Context: an optimization exercise on an open-source flow, tuned for small area. The choices shown serve that exercise and are no tape-out recipe. At most, simulation tests tie the RTL to the original design; equivalence was not proved. Function not checked in run 3: the RTL went through the layout flow alone.

==> flow/design.v <==
package tkrp_pkg;
    localparam int DEF_SLOTS    = 3;
    localparam int DEF_SONG_LEN = 128;
    localparam int DEF_NOTES    = 12;
    localparam int KEY_BITS   = 12;
    localparam int CMD_W      = 3;
    localparam int MODE_W     = 3;
    localparam int NOTE_OUT_W = 4;
    localparam int OCT_W      = 4;
    localparam int REM_W      = 8;
    localparam int LIMIT_W    = 8;
    localparam int ENTRY_W    = 8;
    localparam logic [CMD_W-1:0] CMD_NONE = 3'd0;
    localparam logic [CMD_W-1:0] CMD_A    = 3'd1;
    localparam logic [CMD_W-1:0] CMD_B    = 3'd2;
    localparam logic [CMD_W-1:0] CMD_C    = 3'd3;
    localparam logic [CMD_W-1:0] CMD_D    = 3'd4;
    localparam logic [ENTRY_W-1:0] SILENT_CODE = 8'hFF;
    localparam logic [LIMIT_W-1:0] LIMIT_RESET = 8'd120;
    localparam logic signed [OCT_W-1:0] OCT_MAX = 4'sd4;
    localparam logic signed [OCT_W-1:0] OCT_MIN = -4'sd4;
    localparam int SHOW_PERIOD = 10;
    localparam int RECIP_MUL   = 205;
    localparam int RECIP_SHIFT = 11;
endpackage
module tkrp_song_store #(
    parameter int WORDS = 128
) (
    input  logic                     clk,
    input  logic [$clog2(WORDS)-1:0] addr,
    input  logic [1:0]               slot,
    input  logic                     we,
    input  logic [3:0]               wnote,
    input  logic [1:0]               wtrit,
    output logic [3:0]               rd_note,
    output logic [1:0]               rd_trit
);
    localparam int W = 17;
    function automatic logic [5:0] unpack3(input logic [4:0] v);
        unpack3 = '0;
        for (int i = 0; i < 27; i++)
        begin
            if (v == 5'(i))
            begin
                unpack3 = {2'(i / 9), 2'((i / 3) % 3), 2'(i % 3)};
            end
        end
    endfunction
    function automatic logic [4:0] pack3(input logic [5:0] t);
        pack3 = 5'(t[1:0]) + 5'(t[3:2]) * 5'd3 + 5'(t[5:4]) * 5'd9;
    endfunction
    logic [WORDS-1:0] sel;
    logic [W-1:0]     q [WORDS];
    logic [W-1:0]     rd_word;
    logic [W-1:0]     wr_word;
    logic [5:0]       trits, trits_new;
    always_comb
    begin
        for (int a = 0; a < WORDS; a++)
        begin
            sel[a] = (addr == $clog2(WORDS)'(a));
        end
    end
    always_comb
    begin
        rd_word = '0;
        for (int a = 1; a < WORDS; a++)
        begin
            rd_word = rd_word | ({W{sel[a]}} & q[a]);
        end
    end
    assign trits = unpack3(rd_word[4:0]);
    always_comb
    begin
        case (slot)
            2'd1:    begin rd_note = rd_word[12:9];  rd_trit = trits[3:2]; end
            2'd2:    begin rd_note = rd_word[16:13]; rd_trit = trits[5:4]; end
            default: begin rd_note = rd_word[8:5];   rd_trit = trits[1:0]; end
        endcase
    end
    always_comb
    begin
        trits_new = trits;
        wr_word   = rd_word;
        case (slot)
            2'd1:    begin wr_word[12:9]  = wnote; trits_new[3:2] = wtrit; end
            2'd2:    begin wr_word[16:13] = wnote; trits_new[5:4] = wtrit; end
            default: begin wr_word[8:5]   = wnote; trits_new[1:0] = wtrit; end
        endcase
        wr_word[4:0] = pack3(trits_new);
    end
    assign q[0] = '0;
    for (genvar a = 1; a < WORDS; a++)
    begin : g_word
        logic [W-1:0] word;
        always_ff @(posedge clk)
        begin
            if (we && sel[a])
            begin
                word <= wr_word;
            end
        end
        assign q[a] = word;
    end
endmodule
module tone_keypad_recorder_player #(
    parameter int SLOTS    = tkrp_pkg::DEF_SLOTS,
    parameter int SONG_LEN = tkrp_pkg::DEF_SONG_LEN,
    parameter int NOTES    = tkrp_pkg::DEF_NOTES
) (
    input  logic                                    clk,
    input  logic                                    rst_n,
    input  logic                                    cfg_wr_en,
    input  logic [tkrp_pkg::LIMIT_W-1:0]            cfg_wr_data,
    input  logic                                    in_valid,
    output logic                                    in_ready,
    input  logic [tkrp_pkg::KEY_BITS-1:0]           key_mask,
    input  logic [tkrp_pkg::CMD_W-1:0]              cmd,
    output logic                                    out_valid,
    input  logic                                    out_ready,
    output logic [tkrp_pkg::MODE_W-1:0]             mode,
    output logic [tkrp_pkg::NOTE_OUT_W-1:0]         live_note,
    output logic signed [tkrp_pkg::OCT_W-1:0]       live_octave,
    output logic [tkrp_pkg::NOTE_OUT_W-1:0]         play_note,
    output logic signed [tkrp_pkg::OCT_W-1:0]       play_octave,
    output logic [tkrp_pkg::REM_W-1:0]              remaining,
    output logic                                    show_update
);
    localparam logic [2:0] MODE_FREE     = 3'd0;
    localparam logic [2:0] MODE_REC_SEL  = 3'd1;
    localparam logic [2:0] MODE_PLAY_SEL = 3'd2;
    localparam logic [2:0] MODE_RECORD   = 3'd3;
    localparam logic [2:0] MODE_REPLAY   = 3'd4;
    logic              out_valid_reg;
    logic [3:0]        live_note_reg;
    logic [2:0]        mode_reg;
    logic signed [3:0] oct_reg;
    logic [1:0]        slot_reg;
    logic [6:0]        pos_reg;
    logic [6:0]        lim_reg;         
    logic [7:0]        len_reg [3];
    logic signed [3:0] start_oct [3];   
    logic signed [3:0] acc_reg;         
    logic              accept;
    logic [3:0]        live;
    logic [7:0]        lim;
    logic [7:0]        len_cur;
    logic              is_rec, is_play, active;
    logic [8:0]        diff;
    logic              at_end;
    logic              show_ten;
    logic [7:0]        pos_inc;
    logic              up, down;
    logic [1:0]        step;
    logic signed [3:0] oct_step;
    logic [6:0]        st_addr;
    logic [3:0]        rd_note;
    logic [1:0]        rd_trit;
    logic              play_on;
    logic [1:0]        sel_slot;
    logic              sel_ok;
    assign in_ready = !out_valid_reg || out_ready;
    assign accept   = in_valid && in_ready;
    always_comb
    begin
        live = 4'd12;
        for (int i = 0; i < 12; i++)
        begin
            if (key_mask[i])
            begin
                live = 4'(i);
            end
        end
    end
    assign lim     = {lim_reg == 7'd0, lim_reg};
    assign len_cur = len_reg[slot_reg];
    assign is_rec  = (mode_reg == MODE_RECORD);
    assign is_play = (mode_reg == MODE_REPLAY);
    assign active  = is_rec || is_play;
    assign diff    = {1'b0, (is_rec ? lim : len_cur)} - {2'b0, pos_reg};
    assign at_end  = diff[8] || (diff[7:1] == 7'd0);
    assign pos_inc = {1'b0, pos_reg} + 8'd1;
    always_comb
    begin
        show_ten = 1'b0;
        for (int k = 10; k <= 120; k += 10)
        begin
            if (diff[7:0] == 8'(k))
            begin
                show_ten = 1'b1;
            end
        end
    end
    assign up       = (cmd == tkrp_pkg::CMD_C) && (oct_reg != 4'sd4);
    assign down     = (cmd == tkrp_pkg::CMD_D) && (oct_reg != -4'sd4);
    assign step     = {down, up};
    assign oct_step = up ? oct_reg + 4'sd1 : down ? oct_reg - 4'sd1 : oct_reg;
    assign sel_slot = 2'(cmd - tkrp_pkg::CMD_B);
    assign sel_ok   = (cmd == tkrp_pkg::CMD_B) || (cmd == tkrp_pkg::CMD_C) || (cmd == tkrp_pkg::CMD_D);
    assign st_addr = is_rec ? pos_inc[6:0] : pos_reg;
    tkrp_song_store #(
        .WORDS (128)
    ) u_store (
        .clk     (clk),
        .addr    (st_addr),
        .slot    (slot_reg),
        .we      (accept && is_rec),
        .wnote   (live),
        .wtrit   (step),
        .rd_note (rd_note),
        .rd_trit (rd_trit)
    );
    always_ff @(posedge clk or negedge rst_n)
    begin
        if (!rst_n)
        begin
            lim_reg <= 7'd120;
        end
        else if (cfg_wr_en)
        begin
            if (cfg_wr_data == 8'd0)
            begin
                lim_reg <= 7'd1;
            end
            else if (cfg_wr_data >= 8'd128)
            begin
                lim_reg <= 7'd0;
            end
            else
            begin
                lim_reg <= cfg_wr_data[6:0];
            end
        end
    end
    always_ff @(posedge clk or negedge rst_n)
    begin
        if (!rst_n)
        begin
            mode_reg <= MODE_FREE;
            oct_reg  <= '0;
        end
        else if (accept)
        begin
            case (mode_reg)
                MODE_FREE:
                begin
                    if (cmd == tkrp_pkg::CMD_A)
                    begin
                        mode_reg <= MODE_REC_SEL;
                    end
                    else if (cmd == tkrp_pkg::CMD_B)
                    begin
                        mode_reg <= MODE_PLAY_SEL;
                    end
                    else
                    begin
                        oct_reg <= oct_step;
                    end
                end
                MODE_REC_SEL, MODE_PLAY_SEL:
                begin
                    if (cmd == tkrp_pkg::CMD_A)
                    begin
                        mode_reg <= MODE_FREE;
                    end
                    else if (sel_ok)
                    begin
                        mode_reg <= (mode_reg == MODE_REC_SEL) ? MODE_RECORD : MODE_REPLAY;
                    end
                end
                MODE_RECORD, MODE_REPLAY:
                begin
                    oct_reg <= oct_step;
                    if (at_end || cmd == tkrp_pkg::CMD_A)
                    begin
                        mode_reg <= MODE_FREE;
                    end
                end
                default:
                begin
                    mode_reg <= MODE_FREE;
                end
            endcase
        end
    end
    always_ff @(posedge clk)
    begin
        if (accept)
        begin
            if (mode_reg == MODE_REC_SEL || mode_reg == MODE_PLAY_SEL)
            begin
                if (sel_ok)
                begin
                    slot_reg <= sel_slot;
                    pos_reg  <= '0;
                end
            end
            else
            begin
                pos_reg <= pos_inc[6:0];
            end
            if (is_play)
            begin
                if (pos_reg == 7'd0)
                begin
                    acc_reg <= start_oct[slot_reg];
                end
                else
                begin
                    acc_reg <= (rd_trit == 2'd1) ? acc_reg + 4'sd1
                             : (rd_trit == 2'd2) ? acc_reg - 4'sd1 : acc_reg;
                end
            end
        end
    end
    for (genvar s = 0; s < 3; s++)
    begin : g_slot
        always_ff @(posedge clk)
        begin
            if (accept && mode_reg == MODE_REC_SEL && sel_ok && sel_slot == 2'(s))
            begin
                start_oct[s] <= oct_reg;
            end
        end
        always_ff @(posedge clk or negedge rst_n)
        begin
            if (!rst_n)
            begin
                len_reg[s] <= '0;
            end
            else if (accept && is_rec && slot_reg == 2'(s)
                     && (at_end || cmd == tkrp_pkg::CMD_A))
            begin
                len_reg[s] <= pos_inc;
            end
        end
    end
    always_ff @(posedge clk or negedge rst_n)
    begin
        if (!rst_n)
        begin
            out_valid_reg <= 1'b0;
        end
        else
        begin
            out_valid_reg <= accept || (out_valid_reg && !out_ready);
        end
    end
    always_ff @(posedge clk)
    begin
        if (accept)
        begin
            live_note_reg <= live;
        end
    end
    assign play_on     = is_play && (pos_reg != 7'd0) && (rd_note != 4'd12);
    assign out_valid   = out_valid_reg;
    assign mode        = mode_reg;
    assign live_note   = live_note_reg;
    assign live_octave = oct_reg;
    assign play_note   = play_on ? rd_note : 4'd12;
    assign play_octave = play_on ? acc_reg : 4'sd0;
    assign remaining   = active ? diff[7:0] : 8'd0;
    assign show_update = active && (pos_reg != 7'd0) && show_ten;
endmodule
==> flow/run.sh <==
#!/bin/bash
# synth_recipe.tcl (not shown) runs the flow's synth.tcl, then flattens the netlist and writes it again
# the make line also repeats each setting of config.mk as NAME=value (left out here)
make -C /OpenROAD-flow-scripts/flow DESIGN_CONFIG=/design/flow/config.mk WORK_HOME=/design/flow/orfs CLKGATE_MAP_FILE= SYNTH_SCRIPT=/design/flow/synth_recipe.tcl finish
==> flow/config.mk <==
export PLATFORM = sky130hd
export DESIGN_NAME = tone_keypad_recorder_player
export DESIGN_NICKNAME = tone_keypad_recorder_player
export VERILOG_FILES = /design/flow/design.v
export SDC_FILE = /design/flow/constraint.sdc
export NUM_CORES = 4
export LEC_CHECK = 0
export CAP_MARGIN = 20
export CORE_MARGIN = 2
export CORE_UTILIZATION = 30
export PLACE_DENSITY = 0.45
export SLEW_MARGIN = 20
==> flow/constraint.sdc <==
create_clock -name core_clock -period 12.0 [get_ports {clk}]
set_input_delay 2.4000 -clock core_clock [delete_from_list [all_inputs] [get_ports {clk}]]
set_output_delay 2.4000 -clock core_clock [all_outputs]
set_load 0.01 [all_outputs]
==> results.yml, run 1 <==
outcome:
  run_status: "timing/DRC/antenna clean"
clock_tree:
  cts_setup_buffers: 0
  hold_buffers: 0
  clkSinkCount: 2227
  clk_pin_slew_worst_paths_ns: 0.06
  htreeDepth: 4
  cts_max_path_buffers: 3
  cts_resized: 0
  cts_buffers: 235
  cts_tree: "done"
  clockRootBuffer: "clkbuf_16"
  clk_latency_ns: 0.97
setup_path:
  start_kind: "register"
  timing.rr.start: "mode_reg[1]$_DFFE_PN0P_"
  critPathMaxFanout: 29
  crit_family: "simple AND/OR/NAND/NOR gates"
  reg2reg_depth: 21
  r2r_end: "u_store.g_word[92].word[2]$_DFFE_PP_"
  r2r_slack_ns: 1.41
  worstSetupEndpointType: "output pin"
  critPathRequiredTime_ns: 9.60
  worstPathCellList: "ha_1 -> nand3_1 -> o21ai_1 -> nand2_2 -> nand2_4 -> nor2_1 -> a221oi_1 -> o211ai_1 -> a2111oi_0 -> nand4_1 -> nor4_1 -> nand4b_1 -> a2bb2oi_1 -> mux2i_1 -> a311o_1 -> nor2_1 -> clkdlybuf4s50_1"
  critPathMaxStageDelay_ns: 0.98
  crit_buf_inv: 1
  critical_path_class: "reg -> out"
  crit_arrival_ns: 9.31
  path_common_cell: "nor2_1"
  slowest_stage: "a2111oi_0"
timing:
  maxSlewHeadroom_pct: 7.37
  setup_slack_ns: 0.290
  hold_viol: 0
  worstMarginPinSlew_ns: 1.39
  setup_viol_count_final: 0
  fin_setup_tns_ns: 0
  max_freq_mhz: 85.4
  fin_skew_ns: 0.104
  rsz0062_at_grt: "no"
  fin_crit_sh_pct: 97.6
  drv_slew: 0
  post-route-min-period_ns: 11.71
layout:
  regArea_um2: 66700
  nFillCells: 26600
  final_layout_size_suffix_gt1_share_pct: 16.2
  final_nets: 5588
  area_growth_pct: 18.5
  multi_input_area_um2: 18400
  largest_reg_flops: 2159
  postLayoutCoreUtil_pct: 35.8
synth:
  postSynthAreaPerCell_um2: 16.4
  synth_cell_types: 92
  syn-num-nets: 5269
  ys_top_cells_by_count: "edfxtp_1 (2188), a22oi_1 (528), nor2_1 (276)"
  synth_top_area_share_pct: 76.9
  synth_area_um2: 85400
  synth_top_cell_by_area: "edfxtp_1"
  yosys_warnings: 5
  synth_cells: 5210
  yosys-top-cells-area: "edfxtp_1 (77%), a22oi_1 (4.6%), a21oi_1 (1.5%)"
  async_flop_share_pct: 1.75
  synth_edf_count: 2188
  yosys_register_bits: 2227
  synth-main-ff-cell: "edfxtp_1"
  synthMostInstantiatedCell: "edfxtp_1"
  ys_seq_area_share_pct: 78.1
global_routing:
  grt_usage_pct: 29.2
  grt_remaining_overflow: 0
  grt_pass1_vias: 54300
  grt_max_degree: 128
  antenna_found_initial: 32
  grt_pass1_wl_um: 556000
placement:
  post-place-ws_ns: 1.62
  dp_hpwl_um: 266000
  port_buffers: 57
  gp_congestion: 1.00
die:
  die_w_um: 538
  pin_count: 58
  start_util_pct: 30.2
  dieArea_um2: 289000
  dieHeight_um: 538
  coreArea_um2: 283000
  row_count: 195
route:
  via_per_inst: 6.29
  first_iter_violations: 12000
  routed_wl_um: 432000
  drc_errors: 0
  vias: 59700
  drt_first_pass_iters: 9
  routedWlPerCell_um: 45.5
  ant_nets: 0
min_path:
  hold_class: "reg -> reg"
  holdCritStartpoint: "len_reg[0][7]$_DFFE_PN0P_"
  min_path_cells: 2
  holdPathEnd: "len_reg[0][7]$_DFFE_PN0P_"
job:
  cap_violations: 0
## worst min-delay path, delay by kind of cell, from the launching register on
kind	cells	cell delay (ns)
AND/OR/NAND/NOR	1	0.04
flip-flops	1	0.34
AO/OA/AOI/OAI	1	0.06
## area by class of cell
class / count / share of cell area [%]
tap: 3743 / 4.63
antenna: 9 / 0.0222
inverter: 33 / 0.122
clock inverter: 141 / 1.26
sequential: 2227 / 65.9
timing repair buffer: 419 / 3.80
multi-input combinational: 2613 / 18.2
clock buffer: 299 / 6.11
## per-stage QoR
step | std cells | area [um^2] | hold slack [ns]
2_1_floorplan | 5210 | 85400 | 0.450
3_3_place_gp | 9025 | 93500 | 0.464
3_5_place_dp | 9032 | 93700 | 0.471
4_1_cts | 9472 | 101000 | 0.485
5_1_grt | 9478 | 101000 | 0.508
6_report | 9484 | 101000 | 0.480
## cell usage in the layout, fill, tap and decap left out, types with 16 or more instances in the layout
cell,count
nor2_4,21
xnor2_1,23
dfrtp_1,35
nor3_1,43
buf_12,40
a222oi_1,77
inv_1,30
buf_4,315
nand4_1,48
nand3_1,128
a22oi_1,528
o22ai_1,71
a21oi_1,248
mux2i_1,32
clkbuf_16,237
o21ai_0,102
ha_1,24
nand2_1,234
nor3_2,34
clkinv_2,42
a32oi_1,32
a31oi_1,65
a211oi_1,20
nor2_1,180
edfxtp_1,2188
clkinv_1,68
nor2_2,76
clkdlybuf4s50_1,56
a221oi_1,131
nor4_1,29
mux2_2,16
a22o_1,85
clkbuf_1,60
## cells by family after synthesis
logic type                 Yosys count  synth area share, %
adders and majority gates           31                0.498
xor gates and xnor gates            36                0.413
buffers and inverters              370                 1.86
AOI/OAI and AO/OA                 1581                 13.5
muxes                               52                0.634
and+or+nand+nor                    913                 5.04
DFF                               2227                 78.1
## how the worst max path moves through the flow
stage | startpoint | end | cells after the start
final | pos_reg[1]$_SDFFCE_PP0P_ | play_octave[1] | 17
after global routing | pos_reg[1]$_SDFFCE_PP0P_ | play_octave[1] | 17
after CTS | pos_reg[1]$_SDFFCE_PP0P_ | play_octave[1] | 17
after detailed placement | mode_reg[1]$_DFFE_PN0P_ | play_octave[1] | 18
after global placement | pos_reg[1]$_SDFFCE_PP0P_ | play_note[1] | 16
after floorplan | pos_reg[1]$_SDFFCE_PP0P_ | u_store.g_word[100].word[4]$_DFFE_PP_ | 29
## layer usage
metal / track usage (%) / share of wire (%)
met5: 0.543 / 0.085
met4: 16.4 / 6.7
met3: 9.84 / 14
met2: 41.2 / 41
met1: 39.1 / 38
==> run 2, diff against run 1 <==
--- a/flow/design.v
+++ b/flow/design.v
@@ -23,84 +23,130 @@
     localparam int RECIP_MUL   = 205;
     localparam int RECIP_SHIFT = 11;
 endpackage
-module tkrp_song_store #(
-    parameter int WORDS = 128
-) (
-    input  logic                     clk,
-    input  logic [$clog2(WORDS)-1:0] addr,
-    input  logic [1:0]               slot,
-    input  logic                     we,
-    input  logic [3:0]               wnote,
-    input  logic [1:0]               wtrit,
-    output logic [3:0]               rd_note,
-    output logic [1:0]               rd_trit
+module tkrp_song_store (
+    input  logic       clk,
+    input  logic       rst_n,
+    input  logic       wr_en,
+    input  logic [6:0] wr_k,
+    input  logic [1:0] wr_slot,
+    input  logic [5:0] wr_data,
+    input  logic [6:0] rd_k,
+    input  logic [1:0] rd_slot,
+    output logic       rd_hit,
+    output logic [5:0] rd_data
 );
-    localparam int W = 17;
-    function automatic logic [5:0] unpack3(input logic [4:0] v);
-        unpack3 = '0;
-        for (int i = 0; i < 27; i++)
-        begin
-            if (v == 5'(i))
-            begin
-                unpack3 = {2'(i / 9), 2'((i / 3) % 3), 2'(i % 3)};
-            end
-        end
-    endfunction
-    function automatic logic [4:0] pack3(input logic [5:0] t);
-        pack3 = 5'(t[1:0]) + 5'(t[3:2]) * 5'd3 + 5'(t[5:4]) * 5'd9;
-    endfunction
-    logic [WORDS-1:0] sel;
-    logic [W-1:0]     q [WORDS];
-    logic [W-1:0]     rd_word;
-    logic [W-1:0]     wr_word;
-    logic [5:0]       trits, trits_new;
-    always_comb
+    localparam int PLACES = 128;
+    localparam int TAPS   = PLACES / 4;
+    logic [6:0]  t;
+    logic [17:0] q [PLACES];
+    logic [2:0]  pv;
+    logic [4:0]  ptap  [1:3];
+    logic [1:0]  pslot [1:3];
+    logic [5:0]  pdata [1:3];
+    logic [6:0]  wpl;
+    logic [1:0]  wait_n;
+    logic [6:0]  land;
+    logic        w_now;
+    logic        w_go;
+    logic [4:0]  w_tap;
+    logic [1:0]  w_slot;
+    logic [5:0]  w_data;
+    logic [6:0]  rpl;
+    logic [TAPS-1:0] rsel;
+    logic [17:0] rword;
+    always_ff @(posedge clk)
     begin
-        for (int a = 0; a < WORDS; a++)
-        begin
-            sel[a] = (addr == $clog2(WORDS)'(a));
-        end
+        t <= t + 7'd1;
     end
-    always_comb
+    assign wpl    = t - wr_k + 7'd1;
+    assign wait_n = 2'(-wpl[1:0]);
+    assign land   = wpl + 7'(wait_n);
+    assign w_now  = wr_en && (wait_n == 2'd0);
+    assign w_go   = w_now || pv[0];
+    assign w_tap  = w_now ? land[6:2] : ptap[1];
+    assign w_slot = w_now ? wr_slot : pslot[1];
+    assign w_data = w_now ? wr_data : pdata[1];
+    always_ff @(posedge clk or negedge rst_n)
     begin
-        rd_word = '0;
-        for (int a = 1; a < WORDS; a++)
+        if (!rst_n)
         begin
-            rd_word = rd_word | ({W{sel[a]}} & q[a]);
+            pv <= '0;
+        end
+        else
+        begin
+            pv[2] <= wr_en && (wait_n == 2'd3);
+            pv[1] <= (wr_en && (wait_n == 2'd2)) || pv[2];
+            pv[0] <= (wr_en && (wait_n == 2'd1)) || pv[1];
         end
     end
-    assign trits = unpack3(rd_word[4:0]);
-    always_comb
+    always_ff @(posedge clk)
     begin
-        case (slot)
-            2'd1:    begin rd_note = rd_word[12:9];  rd_trit = trits[3:2]; end
-            2'd2:    begin rd_note = rd_word[16:13]; rd_trit = trits[5:4]; end
-            default: begin rd_note = rd_word[8:5];   rd_trit = trits[1:0]; end
-        endcase
+        ptap[3]  <= land[6:2];
+        pslot[3] <= wr_slot;
+        pdata[3] <= wr_data;
+        for (int j = 1; j < 3; j++)
+        begin
+            if (wr_en && wait_n == 2'(j))
+            begin
+                ptap[j]  <= land[6:2];
+                pslot[j] <= wr_slot;
+                pdata[j] <= wr_data;
+            end
+            else
+            begin
+                ptap[j]  <= ptap[j+1];
+                pslot[j] <= pslot[j+1];
+                pdata[j] <= pdata[j+1];
+            end
+        end
     end
+    for (genvar i = 0; i < PLACES; i++)
+    begin : g_place
+        logic [17:0] word;
+        if (i % 4 == 0)
+        begin : g_tap
+            always_ff @(posedge clk)
+            begin
+                for (int s = 0; s < 3; s++)
+                begin
+                    if (w_go && w_tap == 5'(i / 4) && w_slot == 2'(s))
+                    begin
+                        word[6*s +: 6] <= w_data;
+                    end
+                    else
+                    begin
+                        word[6*s +: 6] <= q[(i + PLACES - 1) % PLACES][6*s +: 6];
+                    end
+                end
+            end
+        end
+        else
+        begin : g_pass
+            always_ff @(posedge clk)
+            begin
+                word <= q[i - 1];
+            end
+        end
+        assign q[i] = word;
+    end
+    assign rpl    = t - rd_k;
+    assign rd_hit = (rpl[1:0] == 2'd0);
     always_comb
     begin
-        trits_new = trits;
-        wr_word   = rd_word;
-        case (slot)
-            2'd1:    begin wr_word[12:9]  = wnote; trits_new[3:2] = wtrit; end
-            2'd2:    begin wr_word[16:13] = wnote; trits_new[5:4] = wtrit; end
-            default: begin wr_word[8:5]   = wnote; trits_new[1:0] = wtrit; end
-        endcase
-        wr_word[4:0] = pack3(trits_new);
-    end
-    assign q[0] = '0;
-    for (genvar a = 1; a < WORDS; a++)
-    begin : g_word
-        logic [W-1:0] word;
-        always_ff @(posedge clk)
+        for (int m = 0; m < TAPS; m++)
         begin
-            if (we && sel[a])
-            begin
-                word <= wr_word;
-            end
+            rsel[m] = (rpl[6:2] == 5'(m));
+        end
+        rword = '0;
+        for (int m = 0; m < TAPS; m++)
+        begin
+            rword = rword | ({18{rsel[m]}} & q[4 * m]);
         end
-        assign q[a] = word;
+        case (rd_slot)
+            2'd1:    rd_data = rword[11:6];
+            2'd2:    rd_data = rword[17:12];
+            default: rd_data = rword[5:0];
+        endcase
     end
 endmodule
 module tone_keypad_recorder_player #(
@@ -153,9 +199,19 @@
     logic              up, down;
     logic [1:0]        step;
     logic signed [3:0] oct_step;
-    logic [6:0]        st_addr;
-    logic [3:0]        rd_note;
-    logic [1:0]        rd_trit;
+    logic [5:0]        entry;
+    logic [5:0]        head [3][2];
+    logic [5:0]        pbuf [4];
+    logic [6:0]        fetch_reg;       
+    logic [5:0]        cur_reg;         
+    logic              sel_play;
+    logic [6:0]        fetch_k;
+    logic [1:0]        fetch_slot;
+    logic [2:0]        fill;
+    logic              fetch_en;
+    logic              rd_hit;
+    logic [5:0]        rd_data;
+    logic [5:0]        next_entry;
     logic              play_on;
     logic [1:0]        sel_slot;
     logic              sel_ok;
@@ -197,19 +253,63 @@
     assign oct_step = up ? oct_reg + 4'sd1 : down ? oct_reg - 4'sd1 : oct_reg;
     assign sel_slot = 2'(cmd - tkrp_pkg::CMD_B);
     assign sel_ok   = (cmd == tkrp_pkg::CMD_B) || (cmd == tkrp_pkg::CMD_C) || (cmd == tkrp_pkg::CMD_D);
-    assign st_addr = is_rec ? pos_inc[6:0] : pos_reg;
-    tkrp_song_store #(
-        .WORDS (128)
-    ) u_store (
+    assign entry = {step, live};
+    for (genvar hs = 0; hs < 3; hs++)
+    begin : g_head
+        for (genvar hk = 0; hk < 2; hk++)
+        begin : g_k
+            always_ff @(posedge clk)
+            begin
+                if (accept && is_rec && slot_reg == 2'(hs) && pos_reg == 7'(hk))
+                begin
+                    head[hs][hk] <= entry;
+                end
+            end
+        end
+    end
+    assign sel_play   = accept && (mode_reg == MODE_PLAY_SEL) && sel_ok;
+    assign fetch_k    = sel_play ? 7'd2 : fetch_reg;
+    assign fetch_slot = sel_play ? sel_slot : slot_reg;
+    assign fill       = 3'(fetch_reg) - ((pos_reg[6:1] == 6'd0) ? 3'd2 : 3'(pos_reg));
+    assign fetch_en   = rd_hit && (sel_play || (is_play && !fill[2]));
+    tkrp_song_store u_store (
         .clk     (clk),
-        .addr    (st_addr),
-        .slot    (slot_reg),
-        .we      (accept && is_rec),
-        .wnote   (live),
-        .wtrit   (step),
-        .rd_note (rd_note),
-        .rd_trit (rd_trit)
+        .rst_n   (rst_n),
+        .wr_en   (accept && is_rec && pos_reg[6:1] != 6'd0),
+        .wr_k    (pos_reg),
+        .wr_slot (slot_reg),
+        .wr_data (entry),
+        .rd_k    (fetch_k),
+        .rd_slot (fetch_slot),
+        .rd_hit  (rd_hit),
+        .rd_data (rd_data)
     );
+    always_ff @(posedge clk)
+    begin
+        if (sel_play || (is_play && accept) || fetch_en)
+        begin
+            fetch_reg <= fetch_k + 7'(fetch_en);
+        end
+        if (fetch_en)
+        begin
+            pbuf[fetch_k[1:0]] <= rd_data;
+        end
+    end
+    always_comb
+    begin
+        if (pos_reg[6:1] == 6'd0)
+        begin
+            next_entry = head[slot_reg][pos_reg[0]];
+        end
+        else if (fetch_reg == pos_reg)
+        begin
+            next_entry = rd_data;
+        end
+        else
+        begin
+            next_entry = pbuf[pos_reg[1:0]];
+        end
+    end
     always_ff @(posedge clk or negedge rst_n)
     begin
         if (!rst_n)
@@ -301,14 +401,15 @@
             end
             if (is_play)
             begin
+                cur_reg <= next_entry;
                 if (pos_reg == 7'd0)
                 begin
                     acc_reg <= start_oct[slot_reg];
                 end
                 else
                 begin
-                    acc_reg <= (rd_trit == 2'd1) ? acc_reg + 4'sd1
-                             : (rd_trit == 2'd2) ? acc_reg - 4'sd1 : acc_reg;
+                    acc_reg <= cur_reg[4] ? acc_reg + 4'sd1
+                             : cur_reg[5] ? acc_reg - 4'sd1 : acc_reg;
                 end
             end
         end
@@ -353,12 +454,12 @@
             live_note_reg <= live;
         end
     end
-    assign play_on     = is_play && (pos_reg != 7'd0) && (rd_note != 4'd12);
+    assign play_on     = is_play && (pos_reg != 7'd0) && (cur_reg[3:0] != 4'd12);
     assign out_valid   = out_valid_reg;
     assign mode        = mode_reg;
     assign live_note   = live_note_reg;
     assign live_octave = oct_reg;
-    assign play_note   = play_on ? rd_note : 4'd12;
+    assign play_note   = play_on ? cur_reg[3:0] : 4'd12;
     assign play_octave = play_on ? acc_reg : 4'sd0;
     assign remaining   = active ? diff[7:0] : 8'd0;
     assign show_update = active && (pos_reg != 7'd0) && show_ten;
==> results.yml, run 2 <==
outcome:
  run_status: "timing/DRC/antenna clean"
job:
  cap_violations: 0
synth:
  syn-num-nets: 4954
  yosys_register_bits: 2496
  synthMostInstantiatedCell: "dfxtp_1"
  synth_top_area_share_pct: 68.5
  synth-main-ff-cell: "dfxtp_1"
  synth_cell_types: 93
  synth_top_cell_by_area: "dfxtp_1"
  synth_cells: 4882
  synth_area_um2: 68700
  ys_seq_area_share_pct: 74.5
  postSynthAreaPerCell_um2: 14.1
  synth_edf_count: 102
  ys_top_cells_by_count: "dfxtp_1 (2352), mux2_2 (629), nand2_1 (252)"
  async_flop_share_pct: 1.68
  yosys-top-cells-area: "dfxtp_1 (69%), mux2_2 (10%), edfxtp_1 (4.5%)"
  yosys_warnings: 9
timing:
  drv_slew: 0
  worstMarginPinSlew_ns: 1.25
  setup_viol_count_final: 0
  maxSlewHeadroom_pct: 14.2
  hold_viol: 0
  post-route-min-period_ns: 9.16
  rsz0062_at_grt: "no"
  setup_slack_ns: 2.84
  max_freq_mhz: 109
  fin_setup_tns_ns: 0
  fin_skew_ns: 0.0763
  fin_crit_sh_pct: 76.3
global_routing:
  grt_max_degree: 97
  antenna_found_initial: 32
  grt_usage_pct: 20.7
  grt_remaining_overflow: 0
  grt_pass1_wl_um: 330000
  grt_pass1_vias: 38600
layout:
  final_layout_size_suffix_gt1_share_pct: 23.1
  final_nets: 5185
  area_growth_pct: 19.5
  nFillCells: 21700
  regMostFlops: "u_store.g_place.word"
  largest_reg_flops: 2304
  layout_common_cells: "dfxtp_1 (2352), mux2_2 (628), clkbuf_16 (283)"
  final_common_cell: "dfxtp_1"
min_path:
  hold_class: "reg -> reg"
  holdCritStartpoint: "u_store.g_place[117].word[6]$_DFF_P_"
clock_tree:
  cts_resized: 0
  cts_max_path_buffers: 4
  clkSinkCount: 2496
  cts_buffers: 274
  htreeDepth: 5
  clockRootBuffer: "clkbuf_16"
  cts_tree: "done"
  clk_pin_slew_worst_paths_ns: 0.06
  hold_buffers: 0
  clk_latency_ns: 0.93
  cts_setup_buffers: 0
route:
  routedWlPerCell_um: 29.3
  highest_layer: "met5"
  met2WireLength_um: 104000
  vias: 39600
  routed_wl_um: 244000
  met1Wirelength_um: 109000
  drt_first_pass_iters: 8
  dr_wl_met3_um: 16800
  first_iter_violations: 3777
  via_per_inst: 4.75
  drc_errors: 0
  ant_nets: 0
placement:
  post-place-ws_ns: 2.28
  port_buffers: 57
  dp_hpwl_um: 177000
  gp_congestion: 0.984
die:
  row_count: 175
  dieHeight_um: 483
  start_util_pct: 30.2
  die_w_um: 483
  pin_count: 58
  coreArea_um2: 227000
  dieArea_um2: 233000
setup_path:
  critPathRequiredTime_ns: 12.68
  critPathMaxFanout: 15
  timing.rr.start: "mode_reg[1]$_DFFE_PN0P_"
  r2r_slack_ns: 4.46
  startpoint: "cmd[0]"
  worstSetupEndpointType: "register"
  start_kind: "primary input"
  crit_arrival_ns: 9.84
  critical_path_class: "in -> reg"
## run 2: cell type report
type,instances,area [um^2],share of cell area [%]
Multi-Input combinational cell,2131,16900,20.5
Sequential cell,2496,51200,62.3
Inverter,53,199,0.242
Antenna cell,14,35.0,0.0427
Timing Repair Buffer,157,1360,1.65
Tap cell,3009,3760,4.58
Clock buffer,393,8030,9.77
Clock inverter,69,689,0.839
## run 2: worst max-delay path: stages
cell and delay, ns:
clkdlybuf4s50_1 0.60, or3b_1 0.60, a2111oi_4 0.73, nor2_1 0.25
xnor2_1 0.19, ha_1 0.25, nor4b_1 0.40, a21boi_0 0.68
or3_1 0.53, nand2_1 0.62, buf_4 0.45, a32oi_1 0.20
nand4_1 0.10, a2111oi_0 1.04, a22oi_1 0.48, a21o_1 0.28
## run 2: per-stage QoR
step           util (%)  hold WS [ns]  cell area [um^2]  cells
2_1_floorplan         -         0.310             68700   4882
3_3_place_gp       32.2         0.310             73300   7845
3_5_place_dp       32.3         0.312             73400   7845
4_1_cts            36.1         0.273             82100   8307
5_1_grt            36.1         0.274             82100   8309
6_report           36.1         0.277             82100   8322
## run 2: worst paths after layout
path,end,cells after the start
min in group asynchronous,len_reg[0][6]$_DFFE_PN0P_,1
setup / recovery,cur_reg[1]$_DFFE_PP_,16
max in group asynchronous,len_reg[0][7]$_DFFE_PN0P_,1
hold reg to reg,u_store.g_place[118].word[6]$_DFF_P_,0
setup reg to reg,cur_reg[1]$_DFFE_PP_,15
hold / removal,u_store.g_place[118].word[6]$_DFF_P_,0
## run 2: cells by family (layout without fill, tap and decap cells)
logic type,Yosys count,count (layout),share of synthesized area [%]
flops,2496,2496,74.5
fa+ha+maj,44,44,0.845
simple gates,789,789,5.51
other cells,0,14,0
mux,674,674,11.1
compound gates,570,570,5.86
buf+inv,255,672,1.46
xor+xnor,54,54,0.708
## run 2: layer usage
layer	GRT usage, %	up-vias
met2	30.8	1644
met1	27.7	19800
li1	-	17600
met3	4.90	518
met4	10.9	8
met5	0	-
==> run 3, diff against run 2 <==
--- a/flow/design.v
+++ b/flow/design.v
@@ -35,17 +35,16 @@
     output logic       rd_hit,
     output logic [5:0] rd_data
 );
-    localparam int PLACES = 128;
+    localparam int PLACES = 124;
     localparam int TAPS   = PLACES / 4;
     logic [6:0]  t;
     logic [17:0] q [PLACES];
     logic [2:0]  pv;
     logic [4:0]  ptap  [1:3];
-    logic [1:0]  pslot [1:3];
     logic [5:0]  pdata [1:3];
     logic [6:0]  wpl;
     logic [1:0]  wait_n;
-    logic [6:0]  land;
+    logic [4:0]  wtap;
     logic        w_now;
     logic        w_go;
     logic [4:0]  w_tap;
@@ -53,18 +52,20 @@
     logic [5:0]  w_data;
     logic [6:0]  rpl;
     logic [TAPS-1:0] rsel;
+    logic [7:0]  wdiff, rdiff;
     logic [17:0] rword;
     always_ff @(posedge clk)
     begin
-        t <= t + 7'd1;
+        t <= (t == 7'(PLACES - 1)) ? 7'd0 : t + 7'd1;
     end
-    assign wpl    = t - wr_k + 7'd1;
-    assign wait_n = 2'(-wpl[1:0]);
-    assign land   = wpl + 7'(wait_n);
+    assign wdiff  = {1'b0, t} - {1'b0, wr_k} + 8'd3;
+    assign wpl    = wdiff[7] ? 7'(wdiff + 8'(PLACES)) : wdiff[6:0];
+    assign wait_n = ~wpl[1:0];
+    assign wtap   = (wpl[6:2] == 5'(TAPS - 1)) ? 5'd0 : wpl[6:2] + 5'd1;
     assign w_now  = wr_en && (wait_n == 2'd0);
     assign w_go   = w_now || pv[0];
-    assign w_tap  = w_now ? land[6:2] : ptap[1];
-    assign w_slot = w_now ? wr_slot : pslot[1];
+    assign w_tap  = w_now ? wtap : ptap[1];
+    assign w_slot = wr_slot;
     assign w_data = w_now ? wr_data : pdata[1];
     always_ff @(posedge clk or negedge rst_n)
     begin
@@ -81,21 +82,18 @@
     end
     always_ff @(posedge clk)
     begin
-        ptap[3]  <= land[6:2];
-        pslot[3] <= wr_slot;
+        ptap[3]  <= wtap;
         pdata[3] <= wr_data;
         for (int j = 1; j < 3; j++)
         begin
             if (wr_en && wait_n == 2'(j))
             begin
-                ptap[j]  <= land[6:2];
-                pslot[j] <= wr_slot;
+                ptap[j]  <= wtap;
                 pdata[j] <= wr_data;
             end
             else
             begin
                 ptap[j]  <= ptap[j+1];
-                pslot[j] <= pslot[j+1];
                 pdata[j] <= pdata[j+1];
             end
         end
@@ -129,7 +127,8 @@
         end
         assign q[i] = word;
     end
-    assign rpl    = t - rd_k;
+    assign rdiff  = {1'b0, t} - {1'b0, rd_k} + 8'd3;
+    assign rpl    = rdiff[7] ? 7'(rdiff + 8'(PLACES)) : rdiff[6:0];
     assign rd_hit = (rpl[1:0] == 2'd0);
     always_comb
     begin
@@ -200,13 +199,12 @@
     logic [1:0]        step;
     logic signed [3:0] oct_step;
     logic [5:0]        entry;
-    logic [5:0]        head [3][2];
+    logic [5:0]        head [3][3];
     logic [5:0]        pbuf [4];
     logic [6:0]        fetch_reg;       
     logic [5:0]        cur_reg;         
     logic              sel_play;
-    logic [6:0]        fetch_k;
-    logic [1:0]        fetch_slot;
+    logic              in_head;
     logic [2:0]        fill;
     logic              fetch_en;
     logic              rd_hit;
@@ -256,7 +254,7 @@
     assign entry = {step, live};
     for (genvar hs = 0; hs < 3; hs++)
     begin : g_head
-        for (genvar hk = 0; hk < 2; hk++)
+        for (genvar hk = 0; hk < 3; hk++)
         begin : g_k
             always_ff @(posedge clk)
             begin
@@ -267,39 +265,42 @@
             end
         end
     end
-    assign sel_play   = accept && (mode_reg == MODE_PLAY_SEL) && sel_ok;
-    assign fetch_k    = sel_play ? 7'd2 : fetch_reg;
-    assign fetch_slot = sel_play ? sel_slot : slot_reg;
-    assign fill       = 3'(fetch_reg) - ((pos_reg[6:1] == 6'd0) ? 3'd2 : 3'(pos_reg));
-    assign fetch_en   = rd_hit && (sel_play || (is_play && !fill[2]));
+    assign sel_play = accept && (mode_reg == MODE_PLAY_SEL) && sel_ok;
+    assign in_head  = (pos_reg[6:2] == 5'd0) && (pos_reg[1:0] != 2'd3);
+    assign fill     = 3'(fetch_reg) - (in_head ? 3'd3 : 3'(pos_reg));
+    assign fetch_en = rd_hit && is_play && !fill[2];
     tkrp_song_store u_store (
         .clk     (clk),
         .rst_n   (rst_n),
-        .wr_en   (accept && is_rec && pos_reg[6:1] != 6'd0),
+        .wr_en   (accept && is_rec && !in_head && !at_end && cmd != tkrp_pkg::CMD_A),
         .wr_k    (pos_reg),
         .wr_slot (slot_reg),
         .wr_data (entry),
-        .rd_k    (fetch_k),
-        .rd_slot (fetch_slot),
+        .rd_k    (fetch_reg),
+        .rd_slot (slot_reg),
         .rd_hit  (rd_hit),
         .rd_data (rd_data)
     );
     always_ff @(posedge clk)
     begin
-        if (sel_play || (is_play && accept) || fetch_en)
+        if (sel_play)
         begin
-            fetch_reg <= fetch_k + 7'(fetch_en);
+            fetch_reg <= 7'd3;
+        end
+        else if (fetch_en)
+        begin
+            fetch_reg <= fetch_reg + 7'd1;
         end
         if (fetch_en)
         begin
-            pbuf[fetch_k[1:0]] <= rd_data;
+            pbuf[fetch_reg[1:0]] <= rd_data;
         end
     end
     always_comb
     begin
-        if (pos_reg[6:1] == 6'd0)
+        if (in_head)
         begin
-            next_entry = head[slot_reg][pos_reg[0]];
+            next_entry = head[slot_reg][pos_reg[1:0]];
         end
         else if (fetch_reg == pos_reg)
         begin
--- a/flow/config.mk
+++ b/flow/config.mk
@@ -7,6 +7,9 @@
 export LEC_CHECK = 0
 export CAP_MARGIN = 20
 export CORE_MARGIN = 2
-export CORE_UTILIZATION = 30
-export PLACE_DENSITY = 0.45
+export CORE_UTILIZATION = 60
+export CTS_BUF_LIST = sky130_fd_sc_hd__clkbuf_8
+export CTS_CLUSTER_DIAMETER = 50
+export CTS_CLUSTER_SIZE = 12
+export PLACE_DENSITY = 0.7
 export SLEW_MARGIN = 20
==> results.yml, run 3 <==
setup_path:
  r2r_end: "cur_reg[4]$_DFFE_PP_"
  crit_end: "show_update"
  start_kind: "register"
  crit_arrival_ns: 5.68
  critical_path_class: "reg -> out"
  startpoint: "slot_reg[0]$_DFFE_PP_"
  timing.rr.start: "fetch_reg[1]$_SDFFE_PP1P_"
  critPathMaxFanout: 39
  critPathRequiredTime_ns: 9.60
  r2r_slack_ns: 4.54
  worstSetupEndpointType: "output pin"
  reg2reg_depth: 18
clock_tree:
  cts_resized: 0
  clk_pin_slew_worst_paths_ns: 0.08
  cts_tree: "done"
  hold_buffers: 0
  cts_max_path_buffers: 3
  cts_setup_buffers: 0
  htreeDepth: 4
  cts_buffers: 228
  clkSinkCount: 2436
  clockRootBuffer: "clkbuf_8"
  clk_latency_ns: 0.97
synth:
  synth_cell_types: 90
  synth_top_area_share_pct: 68.7
  ys_seq_area_share_pct: 75.4
  postSynthAreaPerCell_um2: 13.7
  async_flop_share_pct: 1.72
  syn-num-nets: 4926
  yosys_warnings: 8
  synth_area_um2: 66400
  yosys-top-cells-area: "dfxtp_1 (69%), edfxtp_1 (5.1%), o2bb2ai_1 (4.9%)"
  synthMostInstantiatedCell: "dfxtp_1"
  synth_cells: 4835
  synth_edf_count: 113
  yosys_register_bits: 2436
  synth_top_cell_by_area: "dfxtp_1"
  ys_top_cells_by_count: "dfxtp_1 (2281), o2bb2ai_1 (373), nand2_1 (276)"
  synth-main-ff-cell: "dfxtp_1"
timing:
  maxSlewHeadroom_pct: 13.6
  fin_skew_ns: 0.0674
  max_freq_mhz: 124
  post-route-min-period_ns: 8.08
  fin_setup_tns_ns: 0
  drv_slew: 0
  hold_viol: 0
  fin_crit_sh_pct: 67.4
  hold_slack_ns: 0.277
  setup_slack_ns: 3.92
  setup_viol_count_final: 0
  rsz0062_at_grt: "no"
  worstMarginPinSlew_ns: 1.30
die:
  dieArea_um2: 113000
  dieHeight_um: 337
  coreArea_um2: 110000
  row_count: 122
  pin_count: 58
  start_util_pct: 60.3
  die_w_um: 337
placement:
  gp_congestion: 1.03
  dp_hpwl_um: 149000
  port_buffers: 57
  post-place-ws_ns: 4.86
global_routing:
  grt_pass1_wl_um: 298000
  grt_remaining_overflow: 0
  grt_max_degree: 44
  antenna_found_initial: 16
  grt_pass1_vias: 39900
  grt_usage_pct: 37.9
layout:
  layout_common_cells: "dfxtp_1 (2281), o2bb2ai_1 (373), nand2_1 (266)"
  regArea_um2: 50100
  nFillCells: 8142
  regMostFlops: "u_store.g_place.word"
  postLayoutCoreUtil_pct: 66.1
  final_common_cell: "dfxtp_1"
  largest_reg_flops: 2232
  final_layout_size_suffix_gt1_share_pct: 10.9
  multi_input_area_um2: 15600
  final_nets: 5143
  area_growth_pct: 9.73
route:
  via_per_inst: 6.35
  vias: 41900
  drt_first_pass_iters: 10
  ant_nets: 0
  routedWlPerCell_um: 32.7
  routed_wl_um: 216000
  drc_errors: 0
  first_iter_violations: 5774
min_path:
  hold_class: "reg -> reg"
job:
  cap_violations: 0
outcome:
  run_status: "timing/DRC/antenna clean"
-- run 3: kinds of logic after synthesis --
| kind of cell | after synthesis | share of synthesized area, % |
|---|---|---|
| DFF | 2436 | 75.4 |
| AOI/OAI and AO/OA | 1124 | 13.4 |
| and+or+nand+nor | 792 | 5.54 |
| buffers and inverters | 244 | 1.46 |
| muxes | 122 | 2.19 |
| adders and majority gates | 63 | 1.27 |
| xor gates and xnor gates | 54 | 0.712 |
-- run 3: per-stage QoR --
step / instance area (um^2) / std cells
global route: 72900 / 6593
finish: 72900 / 6601
detailed placement: 69100 / 6308
floorplan: 66400 / 4835
global placement: 69100 / 6306
CTS: 72800 / 6588
-- run 3: layout make-up --
class | count | share of cell area (%)
inverters | 66 | 0.340
diodes | 11 | 0.0378
clock inverters | 46 | 0.621
flip-flops and latches | 2436 | 68.8
well taps | 1488 | 2.55
repair buffers | 165 | 1.90
clock buffers | 234 | 4.42
multi-input cells | 2155 | 21.4
-- run 3: metal layers --
metal  global-route usage (%)  vias to the layer above  wire length, um
met4                     22.9                       17            15700
met5                        0                        -              181
li1                         -                    17800                -
met3                     11.5                      796            25400
met2                     56.1                     2831            91800
met1                     49.0                    20500            83000
-- run 3: worst min path at each step --
| stage | startpoint | endpoint | slack (ns) | cells after the start |
|---|---|---|---|---|
| after global placement | u_store.g_place[34].word[5]$_DFF_P_ | u_store.g_place[35].word[5]$_DFF_P_ | 0.31 | 0 |
| final | u_store.g_place[57].word[4]$_DFF_P_ | u_store.g_place[58].word[4]$_DFF_P_ | 0.28 | 0 |
| after detailed placement | u_store.g_place[110].word[0]$_DFF_P_ | u_store.g_place[111].word[0]$_DFF_P_ | 0.31 | 0 |
| after global routing | u_store.g_place[109].word[17]$_DFF_P_ | u_store.g_place[110].word[17]$_DFF_P_ | 0.30 | 0 |
| after floorplan | u_store.g_place[101].word[0]$_DFF_P_ | u_store.g_place[102].word[0]$_DFF_P_ | 0.31 | 0 |
| after CTS | u_store.g_place[57].word[4]$_DFF_P_ | u_store.g_place[58].word[4]$_DFF_P_ | 0.28 | 0 |
-- run 3: worst max-delay path: stages, from the launching register on --
cell and delay (ns):
edfxtp_1 0.48, inv_1 0.12, ha_2 0.16, buf_4 0.55, a221oi_1 0.20, nor3_1 0.19
a21o_1 0.13, ha_1 0.22, nor2b_1 0.13, o21ai_0 0.20, a21boi_0 0.11, o21ai_0 0.27
a21boi_0 0.17, or2_2 0.37, xnor2_1 0.16, or4_1 0.50, nand3_1 0.09, o311a_1 0.16
clkdlybuf4s50_1 0.53
==> run 4, diff against run 3 <==
--- a/flow/design.v
+++ b/flow/design.v
@@ -54,9 +54,16 @@
     logic [TAPS-1:0] rsel;
     logic [7:0]  wdiff, rdiff;
     logic [17:0] rword;
-    always_ff @(posedge clk)
+    always_ff @(posedge clk or negedge rst_n)
     begin
-        t <= (t == 7'(PLACES - 1)) ? 7'd0 : t + 7'd1;
+        if (!rst_n)
+        begin
+            t <= '0;
+        end
+        else
+        begin
+            t <= (t == 7'(PLACES - 1)) ? 7'd0 : t + 7'd1;
+        end
     end
     assign wdiff  = {1'b0, t} - {1'b0, wr_k} + 8'd3;
     assign wpl    = wdiff[7] ? 7'(wdiff + 8'(PLACES)) : wdiff[6:0];
==> results.yml, run 4 <==
route:
  via_per_inst: 5.79
  drc_errors: 0
  drt_first_pass_iters: 6
  vias: 37800
  routedWlPerCell_um: 26.9
  ant_nets: 0
  routed_wl_um: 176000
  first_iter_violations: 4149
synth:
  synth_edf_count: 113
  synth_area_um2: 67700
  ys_seq_area_share_pct: 74.1
  yosys_register_bits: 2436
  synth-main-ff-cell: "dfxtp_1"
  synth_cell_types: 101
  synth_top_cell_by_area: "dfxtp_1"
  postSynthAreaPerCell_um2: 14.0
  yosys-top-cells-area: "dfxtp_1 (67%), mux2_2 (9.2%), edfxtp_1 (5.0%)"
  async_flop_share_pct: 2.01
  yosys_warnings: 8
  ys_top_cells_by_count: "dfxtp_1 (2274), mux2_2 (552), nand2_1 (224)"
  synthMostInstantiatedCell: "dfxtp_1"
  syn-num-nets: 4915
  synth_top_area_share_pct: 67.3
  synth_cells: 4824
timing:
  drv_slew: 0
  fin_setup_tns_ns: 0
  rsz0062_at_grt: "no"
  maxSlewHeadroom_pct: 19.7
  setup_slack_ns: 3.73
  setup_viol_count_final: 0
  fin_crit_sh_pct: 68.9
  post-route-min-period_ns: 8.27
  fin_skew_ns: 0.0519
  worstMarginPinSlew_ns: 1.20
  max_freq_mhz: 121
  hold_viol: 0
  hold_slack_ns: 0.301
layout:
  layout_common_cells: "dfxtp_1 (2274), mux2_2 (549), clkbuf_8 (230)"
  finalNonFillerCells: 6529
  postLayoutCoreUtil_pct: 65.6
  area_growth_pct: 8.71
  final_nets: 5067
  regMostFlops: "u_store.g_place.word"
  final_layout_size_suffix_gt1_share_pct: 19.1
  final_common_cell: "dfxtp_1"
  nFillCells: 8186
  final_area_um2: 73600
  largest_reg_flops: 2232
clock_tree:
  clk_pin_slew_worst_paths_ns: 0.08
  clk_latency_ns: 0.95
  hold_buffers: 0
  clkSinkCount: 2436
  cts_resized: 0
  htreeDepth: 4
  cts_max_path_buffers: 3
  clockRootBuffer: "clkbuf_8"
  cts_tree: "done"
  cts_setup_buffers: 0
  cts_buffers: 227
global_routing:
  antenna_found_initial: 10
  grt_max_degree: 94
  grt_usage_pct: 30.1
  grt_pass1_vias: 37100
  grt_remaining_overflow: 0
  grt_pass1_wl_um: 252000
setup_path:
  slowest_stage: "clkdlybuf4s50_1"
  critPathMaxFanout: 24
  critical_path_class: "reg -> out"
  critPathRequiredTime_ns: 9.60
  critPathMaxStageDelay_ns: 0.56
  worstSetupEndpointType: "output pin"
  start_kind: "register"
  crit_arrival_ns: 5.87
  worstPathCellList: "inv_1 -> ha_1 -> buf_4 -> a22oi_1 -> a211oi_1 -> a21oi_1 -> ha_1 -> fa_1 -> nor2b_1 -> o21ai_1 -> a21boi_1 -> o21a_1 -> o21ai_0 -> nand2_1 -> xnor2_1 -> a211oi_1 -> a21oi_1 -> nor3_1 -> a311oi_1 -> nor3_1 -> clkdlybuf4s50_1"
  r2r_slack_ns: 4.83
placement:
  port_buffers: 57
  gp_congestion: 0.957
  dp_hpwl_um: 117000
  dp.cells: 6246
  post-place-ws_ns: 4.84
  place_area_um2: 70000
die:
  row_count: 123
  die_w_um: 340
  start_util_pct: 60.3
  pin_count: 58
  dieArea_um2: 116000
  dieHeight_um: 340
  coreArea_um2: 112000
min_path:
  hold_class: "reg -> reg"
job:
  cap_violations: 0
outcome:
  run_status: "timing/DRC/antenna clean"
==> run 4: cell count changes after synthesis, sizes merged, moves of 11 or more <==
cell | previous run | this run
a21oi | 113 | 127
a22o | 163 | 33
a31oi | 16 | 33
a32oi | 29 | 18
buf | 52 | 66
mux2 | 97 | 595
mux2i | 16 | 29
nand2 | 276 | 225
nand3 | 112 | 94
nor2 | 180 | 213
nor2b | 10 | 22
o2bb2ai | 374 | 5
==> run 4: worst paths after layout <==
path | cells after the start | start | to
min reg2reg | 0 | u_store.g_place[78].word[0]$_DFF_P_ | u_store.g_place[79].word[0]$_DFF_P_
max | 21 | slot_reg[0]$_DFFE_PP_ | show_update
max reg2reg | 19 | fetch_reg[1]$_SDFFE_PP1P_ | pbuf[0][1]$_DFFE_PP_
min | 0 | u_store.g_place[78].word[0]$_DFF_P_ | u_store.g_place[79].word[0]$_DFF_P_
min in group asynchronous | 1 | rst_n | u_store.pv[0]$_DFF_PN0_
max in group asynchronous | 1 | rst_n | u_store.pv[1]$_DFF_PN0_
==> run 4: kinds of logic after synthesis <==
group	synth area share, %
simple gates	5.34
flops	74.1
fa+ha+maj	1.24
mux	10.6
xor+xnor	0.815
compound gates	6.37
buf+inv	1.56
==> run 4: critical path, delay by kind of cell (launching register included) <==
| family | cells | cell delay [ns] |
|---|---|---|
| AO/OA/AOI/OAI | 10 | 1.54 |
| XOR/XNOR | 1 | 0.11 |
| adder cells (fa/ha/maj) | 3 | 0.94 |
| buffers and inverters | 3 | 1.12 |
| flip-flops | 1 | 0.46 |
| AND/OR/NAND/NOR | 4 | 0.74 |
==> run 4: cell type report <==
cell class                      instances  area (um^2)  area share, %
Tap cell                             1500         1880           2.55
Clock inverter                         44          380          0.517
Timing Repair Buffer                  124         1070           1.46
Sequential cell                      2436        50100           68.2
Antenna cell                            8         20.0         0.0272
Multi-Input combinational cell       2124        16700           22.7
Clock buffer                          230         3170           4.30
Inverter                               63          236          0.321
==> run 4: metal layers <==
metal  up-vias  part of all wire [%]  global-route usage [%]
met5         -                 0.019                       0
met2      1747                    44                    45.4
li1      16900                     -                       -
met1     18700                    43                    41.2
met4         6                   4.6                    13.4
met3       449                   8.7                    7.39
==> run 5, diff against run 4 <==
==> flow/flow/run.sh (new file) <==
#!/bin/bash
# Standard layout, but clock tree synthesis without dummy loads and with mid-size buffers.
set -e
export CTS_ARGS="-sink_clustering_enable -repair_clock_nets -dont_use_dummy_load -sink_clustering_size 16 -sink_clustering_max_diameter 60 -buf_list sky130_fd_sc_hd__clkbuf_8"
bash standard.sh > standard.log 2>&1
==> flow/standard.sh (new file) <==
#!/bin/bash
# synth_recipe.tcl (not shown) runs the flow's synth.tcl, then flattens the netlist and writes it again
# the make line also repeats each setting of config.mk as NAME=value (left out here)
make -C /OpenROAD-flow-scripts/flow DESIGN_CONFIG=/design/flow/config.mk WORK_HOME=/design/flow/orfs CLKGATE_MAP_FILE= SYNTH_SCRIPT=/design/flow/synth_recipe.tcl "${@:-finish}"
--- a/flow/config.mk
+++ b/flow/config.mk
@@ -8,8 +8,5 @@
 export CAP_MARGIN = 20
 export CORE_MARGIN = 2
 export CORE_UTILIZATION = 60
-export CTS_BUF_LIST = sky130_fd_sc_hd__clkbuf_8
-export CTS_CLUSTER_DIAMETER = 50
-export CTS_CLUSTER_SIZE = 12
 export PLACE_DENSITY = 0.7
 export SLEW_MARGIN = 20
removed: flow/run.sh
==> results.yml, run 5 <==
synth:
  synthMostInstantiatedCell: "dfxtp_1"
  ys_top_cells_by_count: "dfxtp_1 (2274), mux2_2 (552), nand2_1 (224)"
  async_flop_share_pct: 2.01
  synth_top_cell_by_area: "dfxtp_1"
  yosys_warnings: 8
  yosys_register_bits: 2436
  synth_area_um2: 67700
  synthMuxAreaShare_pct: 10.6
  synth_cell_types: 101
  ys_seq_area_share_pct: 74.1
  postSynthAreaPerCell_um2: 14.0
  synth_cells: 4824
  syn-num-nets: 4915
  synth_edf_count: 113
  synth_top_area_share_pct: 67.3
  yosys-top-cells-area: "dfxtp_1 (67%), mux2_2 (9.2%), edfxtp_1 (5.0%)"
  synth-xor-area-share_pct: 0.815
  synth-main-ff-cell: "dfxtp_1"
  synthAdderAreaFrac_pct: 1.24
  synth-compound-area-share_pct: 6.37
  synthSimpleGateAreaFrac_pct: 5.34
  synth_top_family_by_area: "multiplexers"
die:
  pin_count: 58
  dieHeight_um: 340
  coreArea_um2: 112000
  die_w_um: 340
  start_util_pct: 60.3
  row_count: 123
  dieArea_um2: 116000
global_routing:
  antenna_found_initial: 8
  grt_usage_pct: 29.8
  grt_remaining_overflow: 0
  grt_util_met1_pct: 41.3
  grt_use_met2_pct: 44.8
  grt_pass1_wl_um: 249000
  grt_busiest_layer: "met2"
  grt_util_met3_pct: 6.71
  grt_pass1_vias: 36300
  grt_max_degree: 94
route:
  ant_nets: 0
  drt_first_pass_iters: 7
  routedWlPerCell_um: 27.1
  routed_wl_um: 174000
  vias: 37200
  first_iter_violations: 3989
  drc_errors: 0
  via_per_inst: 5.79
placement:
  gp_congestion: 0.957
  dp.cells: 6246
  dp_hpwl_um: 117000
  port_buffers: 57
setup_path:
  reg2reg_depth: 19
  crit_arrival_ns: 5.79
  timing.rr.start: "fetch_reg[1]$_SDFFE_PP1P_"
  worstSetupEndpointType: "output pin"
  critPathRequiredTime_ns: 9.60
  critPathMaxFanout: 24
  start_kind: "register"
  critical_path_class: "reg -> out"
  r2r_slack_ns: 4.84
  r2r_end: "pbuf[0][5]$_DFFE_PP_"
layout:
  area_growth_pct: 6.95
  regArea_um2: 50100
  nFillCells: 8346
  final_nets: 5012
  finalNonFillerCells: 6423
  layout_common_cells: "dfxtp_1 (2274), mux2_2 (549), nand2_1 (220)"
  largest_reg_flops: 2232
  final_layout_size_suffix_gt1_share_pct: 17.8
  multi_input_area_um2: 16700
  regMostFlops: "u_store.g_place.word"
  final_common_cell: "dfxtp_1"
timing:
  fin_setup_tns_ns: 0
  rsz0062_at_grt: "no"
  fin_crit_sh_pct: 68.3
  setup_viol_count_final: 0
  worstMarginPinSlew_ns: 1.33
  maxSlewHeadroom_pct: 10.8
  drv_slew: 0
  hold_viol: 0
  fin_skew_ns: 0.0800
  max_freq_mhz: 122
  post-route-min-period_ns: 8.19
clock_tree:
  clk_latency_ns: 0.91
  clockRootBuffer: "clkbuf_8"
  cts_resized: 0
  cts_buffers: 173
  clk_pin_slew_worst_paths_ns: 0.10
  cts_max_path_buffers: 3
  cts_tree: "done"
  clkSinkCount: 2436
  cts_setup_buffers: 0
  htreeDepth: 4
  hold_buffers: 0
job:
  cap_violations: 0
min_path:
  holdCritStartpoint: "u_store.g_place[102].word[15]$_DFF_P_"
  holdPathEnd: "u_store.g_place[103].word[15]$_DFF_P_"
  min_path_cells: 0
  hold_class: "reg -> reg"
outcome:
  run_status: "timing/DRC/antenna clean"
run 5: cell counts after synthesis:
No cell type changed its count.
run 5: layout make-up:
type                       count  share of cell area (%)
antenna                        4                  0.0138
clock buffer                 173                    3.29
inverter                      63                   0.327
multi-input combinational   2124                    23.0
sequential                  2436                    69.3
tap                         1500                    2.59
timing repair buffer         123                    1.47
run 5: worst max-delay path by stage:
stage / startpoint / endpoint / slack [ns] / depth (start not counted)
after floorplan: slot_reg[0]$_DFFE_PP_ / show_update / 5.38 / 22
after global placement: out_ready / u_store.g_place[40].word[14]$_DFF_P_ / 4.55 / 12
after detailed placement: slot_reg[0]$_DFFE_PP_ / show_update / 4.84 / 21
after CTS: slot_reg[0]$_DFFE_PP_ / show_update / 3.82 / 21
after global routing: slot_reg[0]$_DFFE_PP_ / show_update / 3.55 / 21
final: slot_reg[0]$_DFFE_PP_ / show_update / 3.81 / 21
run 5: per-layer routing:
layer,part of all wire (%),wire length [um]
met5,0.014,25
met4,5.1,8810
met3,8.5,14800
met2,43,75400
met1,43,75300
run 5: cells by family after synthesis:
logic type,after synthesis
muxes,631
DFF,2436
AOI/OAI and AO/OA,607
buffers and inverters,264
and+or+nand+nor,765
adders and majority gates,63
xor gates and xnor gates,58
run 5: stage by stage:
stage	util (%)	area [um^2]	hold WS (ns)	setup WS, ns
finish	64.5	72400	0.272	3.81
global route	64.5	72400	0.279	3.55
CTS	64.5	72400	0.268	3.82
detailed placement	62.4	70000	0.312	4.84
global placement	62.4	70000	0.310	4.55
floorplan	-	67700	0.310	5.38
run 5: worst max-delay path, stage by stage (launching register included):
cell and delay [ns]:
edfxtp_1 0.46, inv_1 0.12, ha_1 0.26, buf_4 0.43, a22oi_1 0.17, a211oi_1 0.29, a21oi_1 0.07, ha_1 0.24
fa_1 0.44, nor2b_1 0.14, o21ai_1 0.09, a21boi_1 0.21, o21a_1 0.15, o21ai_0 0.15, nand2_1 0.21, xnor2_1 0.11
a211oi_1 0.28, a21oi_1 0.06, nor3_1 0.15, a311oi_1 0.07, nor3_1 0.21, clkdlybuf4s50_1 0.57

static timing again, ports no longer ideal:
The results above use ideal ports. As a check the final layouts listed here were re-extracted and re-timed, cells and wires unchanged. Step 1: set_driving_cell puts a clkbuf_16 on clk and a buf_2 on each other input, an assumption about the parent block. Step 2, shift: input delay + t, output delay - t, t = (earliest + latest rising clock arrival at the registers) / 2. This alone moves slack from input paths to output paths. Three values: no drivers, after step 1, after step 2; two values: the first two.
run | t, ns | setup slack, ns | hold WS [ns] | clock arrival spread, ns
run 1 | 1.016 | 0.290 / 0.190 / 1.207 | 0.480 / 0.480 / 0.480 | 0.106 / 0.105
run 2 | 0.988 | 2.840 / 2.836 / 1.921 | 0.277 / 0.277 / 0.277 | 0.081 / 0.081
run 3 | 1.005 | 3.916 / 3.845 / 4.542 | 0.277 / 0.277 / 0.277 | 0.082 / 0.082
run 4 | 0.994 | 3.726 / 3.658 / 4.652 | 0.301 / 0.301 / 0.301 | 0.070 / 0.070
run 5 | 0.932 | 3.809 / 3.742 / 4.675 | 0.272 / 0.272 / 0.272 | 0.089 / 0.089
After both steps every run listed still meets setup and hold. The setup slack of run 2, which loses most, moves by -0.004 ns with the drivers and by -0.919 ns with both steps.
